From an optimization exercise on the open Yosys and OpenROAD flow, aimed at small area and a short achievable clock period; shortcuts taken in it are not production practice.
The RTL was checked by simulation tests, not by an equivalence proof against the original design.
Power and IR drop assume default switching activity.

==> flow/design.v (excerpt) <==
module vecProcessor (
    input  logic   clk,
    input  logic   arstN,
    input  logic   run,
    input  logic   imemWe,
    input  vecProcPkg::pcT     imemAddr,
    input  vecProcPkg::instrT  imemData,
    output logic   retireValid,
    output vecProcPkg::retireT retire
);
    vecProcPkg::cinstrT fdInstr;
    logic   fdValid;
    logic [2:0] rsA, rsB;
    vecProcPkg::vecT    op1, op2;
    logic   deValid;
    vecProcPkg::cinstrT deInstr;
    logic [6:0] deSel;
    logic   deSub, deKeepHi;
    logic   deRw, deMw, deCmp, deJmp, deBz;
    vecProcPkg::regSelT deRd;
    vecProcPkg::laneT   deImm;
    vecProcPkg::vecT    deOp1, deOp2;
    logic   ewRw, ewMw, ewJv;
    logic [7:0] ewF;
    vecProcPkg::vecT ewVal;
    logic [3:0] dAddr;
    vecProcPkg::vecT dData;
    logic   we;
    logic   pcWrite;
    fetchStage fetchInst (
        .clk      (clk),
        .arstN    (arstN),
        .run      (run),
        .imemWe   (imemWe),
        .imemAddr (imemAddr),
        .imemData (imemData),
        .pcWrite  (pcWrite),
        .pcTarget (ewF),
        .fdInstr  (fdInstr),
        .fdValid  (fdValid)
    );
  ...
make LEC_CHECK=0 CAP_MARGIN=10 CORE_MARGIN=2 CORE_UTILIZATION=65 CTS_CLUSTER_DIAMETER=90 CTS_CLUSTER_SIZE=25 SETUP_SLACK_MARGIN=2.2 SLEW_MARGIN=10 finish   # period 4.7 ns
run.sh (not shown) runs the stock make flow with config.mk's settings and CLKGATE_MAP_FILE= SYNTH_SCRIPT=/design/flow/synth_recipe.tcl, a recipe that flattens the netlist after the stock synthesis.
The starting point finished with timing, DRC and antenna clean.
Rerun with:
CAP_MARGIN = 20   (was 10)
CORE_UTILIZATION = 55   (was 65)
CTS_CLUSTER_DIAMETER = 100   (was 90)
CTS_CLUSTER_SIZE = 28   (was 25)
PLACE_DENSITY = 0.7   (was default)
SETUP_SLACK_MARGIN = 2.1   (was 2.2)
SLEW_MARGIN = 20   (was 10)
The new run went through all stages and came out clean.
Maximum frequency is higher by a few percent.
Global-route usage is lower by 11 points.
Non-clock buffer count is lower by 439.
Die area is higher by about a fifth.

---

main:
vecProcessor, a different RTL version from the one above (not shown whole).
Size: roughly 4,200 flip-flops, roughly 65 I/O pins, roughly 0.17 sq mm of cells after synthesis.
clock: 4.7 ns
lec_check: 0
cap_margin: 20
core_margin: 2
core_utilization: 55
setup_slack_margin: 1.7
slew_margin: 20
main went all the way through synthesis, placement and routing and the layout is clean on timing, DRC and antenna.
### main -> the feature branch
# main
export LEC_CHECK = 0
export CAP_MARGIN = 20
export CORE_MARGIN = 2
export CORE_UTILIZATION = 55
export SETUP_SLACK_MARGIN = 1.7
export SLEW_MARGIN = 20
create_clock -name core_clock -period 4.7 [get_ports {clk}]
# the feature branch
export LEC_CHECK = 0
export CAP_MARGIN = 20
export CORE_MARGIN = 2
export CORE_UTILIZATION = 55
export SETUP_SLACK_MARGIN = 2.2
export SLEW_MARGIN = 20
create_clock -name core_clock -period 4.7 [get_ports {clk}]
In the feature branch, required time reported for the critical path endpoint is lower than in main. Taking main as the reference point, the count of non-CTS buffers in the layout of the feature branch rises by 253. Power per unit of standard cell area in the feature branch is 2.2% above main. Max total routed wirelength across the feature branch and main: the feature branch. Both conditions hold for the feature branch: the flow ran to the end and the final layout passed the timing, DRC and antenna checks. Number of global-route vias before repair, the feature branch and main: lower on main. Looking at the feature branch and main, the multi-input combinational cell count is a wash. Via count in the feature branch is 3.1% higher than in main.

---

RTL: one of the versions met above, not the one the previous note started from.
Size in the first run: roughly 8800 cells after synthesis, ~4200 flip-flops.
clock: 4.7 ns
lec_check: 0
cap_margin: 20
core_margin: 2
core_utilization: 55
cts_cluster_diameter: 85
cts_cluster_size: 26
setup_slack_margin: 2.1
slew_margin: 20
Then changed:
--- a/flow/config.mk
+++ b/flow/config.mk
@@ -10,3 +10,3 @@
-export CORE_UTILIZATION = 55
-export CTS_CLUSTER_DIAMETER = 85
-export CTS_CLUSTER_SIZE = 26
+export CORE_UTILIZATION = 50
+export CTS_CLUSTER_DIAMETER = 90
+export CTS_CLUSTER_SIZE = 25
First-iteration DRC count went down by 7.3%.
Power went down by about 1.5%.
Count of clock-buffer cells in the layout went up by 18.
Flip-flop and latch count does not change.
Area after synthesis is unchanged.
Global-route usage went down by 4.7 points.
Core utilization went down by 7.3 points.
Non-clock buffer count went down by 152.
Then changed:
--- a/flow/config.mk
+++ b/flow/config.mk
@@ -10,4 +10,4 @@
-export CORE_UTILIZATION = 50
-export CTS_CLUSTER_DIAMETER = 90
-export CTS_CLUSTER_SIZE = 25
-export SETUP_SLACK_MARGIN = 2.1
+export CORE_UTILIZATION = 55
+export CTS_CLUSTER_DIAMETER = 95
+export CTS_CLUSTER_SIZE = 30
+export SETUP_SLACK_MARGIN = 2.2
After rerunning: Wire length grows by about 7%; clock skew came out lower by 0.050 ns; cell count is lower by about 0.9%; critical path depth rises by 3.
Then changed:
--- a/flow/config.mk
+++ b/flow/config.mk
@@ -10,4 +10,4 @@
-export CORE_UTILIZATION = 55
-export CTS_CLUSTER_DIAMETER = 95
-export CTS_CLUSTER_SIZE = 30
-export SETUP_SLACK_MARGIN = 2.2
+export CORE_UTILIZATION = 60
+export CTS_CLUSTER_DIAMETER = 90
+export CTS_CLUSTER_SIZE = 26
+export SETUP_SLACK_MARGIN = 2.1
Result: Die area goes down by 8.3%; sequential power barely changes; worst setup slack is better by 0.10 ns; final cell count shrinks by 3.7%; clock skew falls by 0.014 ns.

---

vecProcessor again, from the RTL that the note above started with.
make LEC_CHECK=0 CAP_MARGIN=20 CORE_MARGIN=2 CORE_UTILIZATION=55 CTS_CLUSTER_DIAMETER=90 CTS_CLUSTER_SIZE=25 SETUP_SLACK_MARGIN=2.1 SLEW_MARGIN=20 finish   # period 4.7 ns
The baseline ran to the end with no violations.
Rerun with:
- CTS_CLUSTER_DIAMETER: 90 -> 100
- CTS_CLUSTER_SIZE: 25 -> 30
Result: Core utilization went down by 0.81 points; design area shrinks by 1.2%; die area is unchanged; synthesized cell count is unchanged; wire length decreases by 1.6%; non-clock buffer count shrinks by 60.

---

vecProcessor, a different RTL version from the one above (not shown whole).
Size in the first run: about 4200 flip-flops, roughly 65 I/O pins, roughly 0.16 mm2 of cells after synthesis.
## vecProcessor
module vecProcessor (
    input  logic   clk,
    input  logic   arstN,
    input  logic   run,
    input  logic   imemWe,
    input  vecProcPkg::pcT     imemAddr,
    input  vecProcPkg::instrT  imemData,
    output logic   retireValid,
    output vecProcPkg::retireT retire
);
    vecProcPkg::cinstrT fdInstr;
    logic   fdValid;
    logic [2:0] rsA, rsB;
    vecProcPkg::vecT    op1, op2;
    logic   deValid;
    vecProcPkg::cinstrT deInstr;
    logic [6:0] deSel;
    logic   deSub, deKeepHi;
    logic   deRw, deMw, deCmp, deJmp, deBz;
    vecProcPkg::regSelT deRd;
    vecProcPkg::laneT   deImm;
    vecProcPkg::vecT    deOp1, deOp2;
    logic   ewRw, ewMw, ewJv;
    logic [7:0] ewF;
    vecProcPkg::vecT ewVal;
    logic [3:0] dAddr;
    vecProcPkg::vecT dData;
    logic   we;
    logic   pcWrite;
    fetchStage fetchInst (
        .clk      (clk),
        .arstN    (arstN),
        .run      (run),
        .imemWe   (imemWe),
        .imemAddr (imemAddr),
        .imemData (imemData),
        .pcWrite  (pcWrite),
        .pcTarget (ewF),
        .fdInstr  (fdInstr),
        .fdValid  (fdValid)
    );
    assign rsA = fdInstr[9:7];
    assign rsB = fdInstr[6:4];
    logic [2:0] dKind;
    vecProcPkg::regSelT dRd;
    logic [6:0] dSel;
    logic dSub, dKeepHi;
    vecProcPkg::vecT op2x;
  ...
clock: 4.7 ns
lec_check: 0
cap_margin: 20
core_margin: 2
core_utilization: 55
cts_cluster_diameter: 100
cts_cluster_size: 28
setup_slack_margin: 2.0
slew_margin: 20
The starting point completed with no timing, DRC or antenna violations.
Rerun with:
Settings changed: CTS_CLUSTER_SIZE 28 to 30, SETUP_SLACK_MARGIN 2.0 to 2.1.
Result: Design area is higher by 1.9%. Sequential share of layout area is lower by 1.3 points. Maximum frequency increases by 4.8%.

## separate check: timing with driven ports
In the flow no input, the clock included, has a driving cell. The finished layouts below were timed again as built, in two steps. Step 1 (the two cells are an assumption about what drives the block):
set clk [get_ports {clk}]
set_driving_cell -lib_cell sky130_fd_sc_hd__clkbuf_16 $clk
set_driving_cell -lib_cell sky130_fd_sc_hd__buf_2 [delete_from_list [all_inputs] $clk]
Step 2, shift: input delay + t, output delay - t, t = (earliest + latest rising clock arrival at the registers) / 2. This alone moves slack from input paths to output paths. a / b / c = ideal / step 1 / step 2; a / b = the first two.
| run | t (ns) | setup slack, ns | worst hold slack (ns) | worst setup path at the end |
|---|---|---|---|---|
| the first run of note 1 | 1.024 | 1.695 / 1.695 / 0.809 | 0.049 / 0.173 / 0.479 | input to register |
| the second run of note 1 | 1.023 | 1.813 / 1.857 / 0.834 | 0.111 / 0.045 / 0.489 | input to register |
| main | 1.046 | 1.518 / 1.518 / 0.744 | 0.443 / 0.446 / 0.486 | input to register |
| the feature branch | 1.048 | 1.548 / 1.548 / 1.075 | 0.467 / 0.470 / 0.486 | input to register |
| the first run of note 3 | 1.030 | 1.787 / 1.825 / 0.795 | 0.144 / 0.068 / 0.471 | input to register |
| the second run of note 3 | 1.046 | 1.901 / 1.972 / 0.926 | 0.082 / 0.158 / 0.509 | input to register |
| the third run of note 3 | 1.025 | 1.700 / 1.747 / 0.722 | 0.185 / 0.103 / 0.474 | input to register |
| the fourth run of note 3 | 1.027 | 1.801 / 1.860 / 0.842 | 0.164 / 0.077 / 0.482 | input to register |
| the first run of note 4 | 1.031 | 1.883 / 1.922 / 0.891 | 0.155 / 0.078 / 0.471 | input to register |
| the second run of note 4 | 1.034 | 1.971 / 1.956 / 1.045 | 0.185 / 0.091 / 0.475 | input to register |
| the first run of note 5 | 1.030 | 1.825 / 1.825 / 0.841 | 0.142 / 0.052 / 0.503 | input to register |
| the second run of note 5 | 1.024 | 1.956 / 1.956 / 0.948 | 0.131 / 0.059 / 0.504 | input to register |
After both steps setup and hold are still met in every run listed. For the second run of note 5, which loses most, drivers alone change the setup slack by 0.000 ns; drivers and shift together by -1.008 ns.
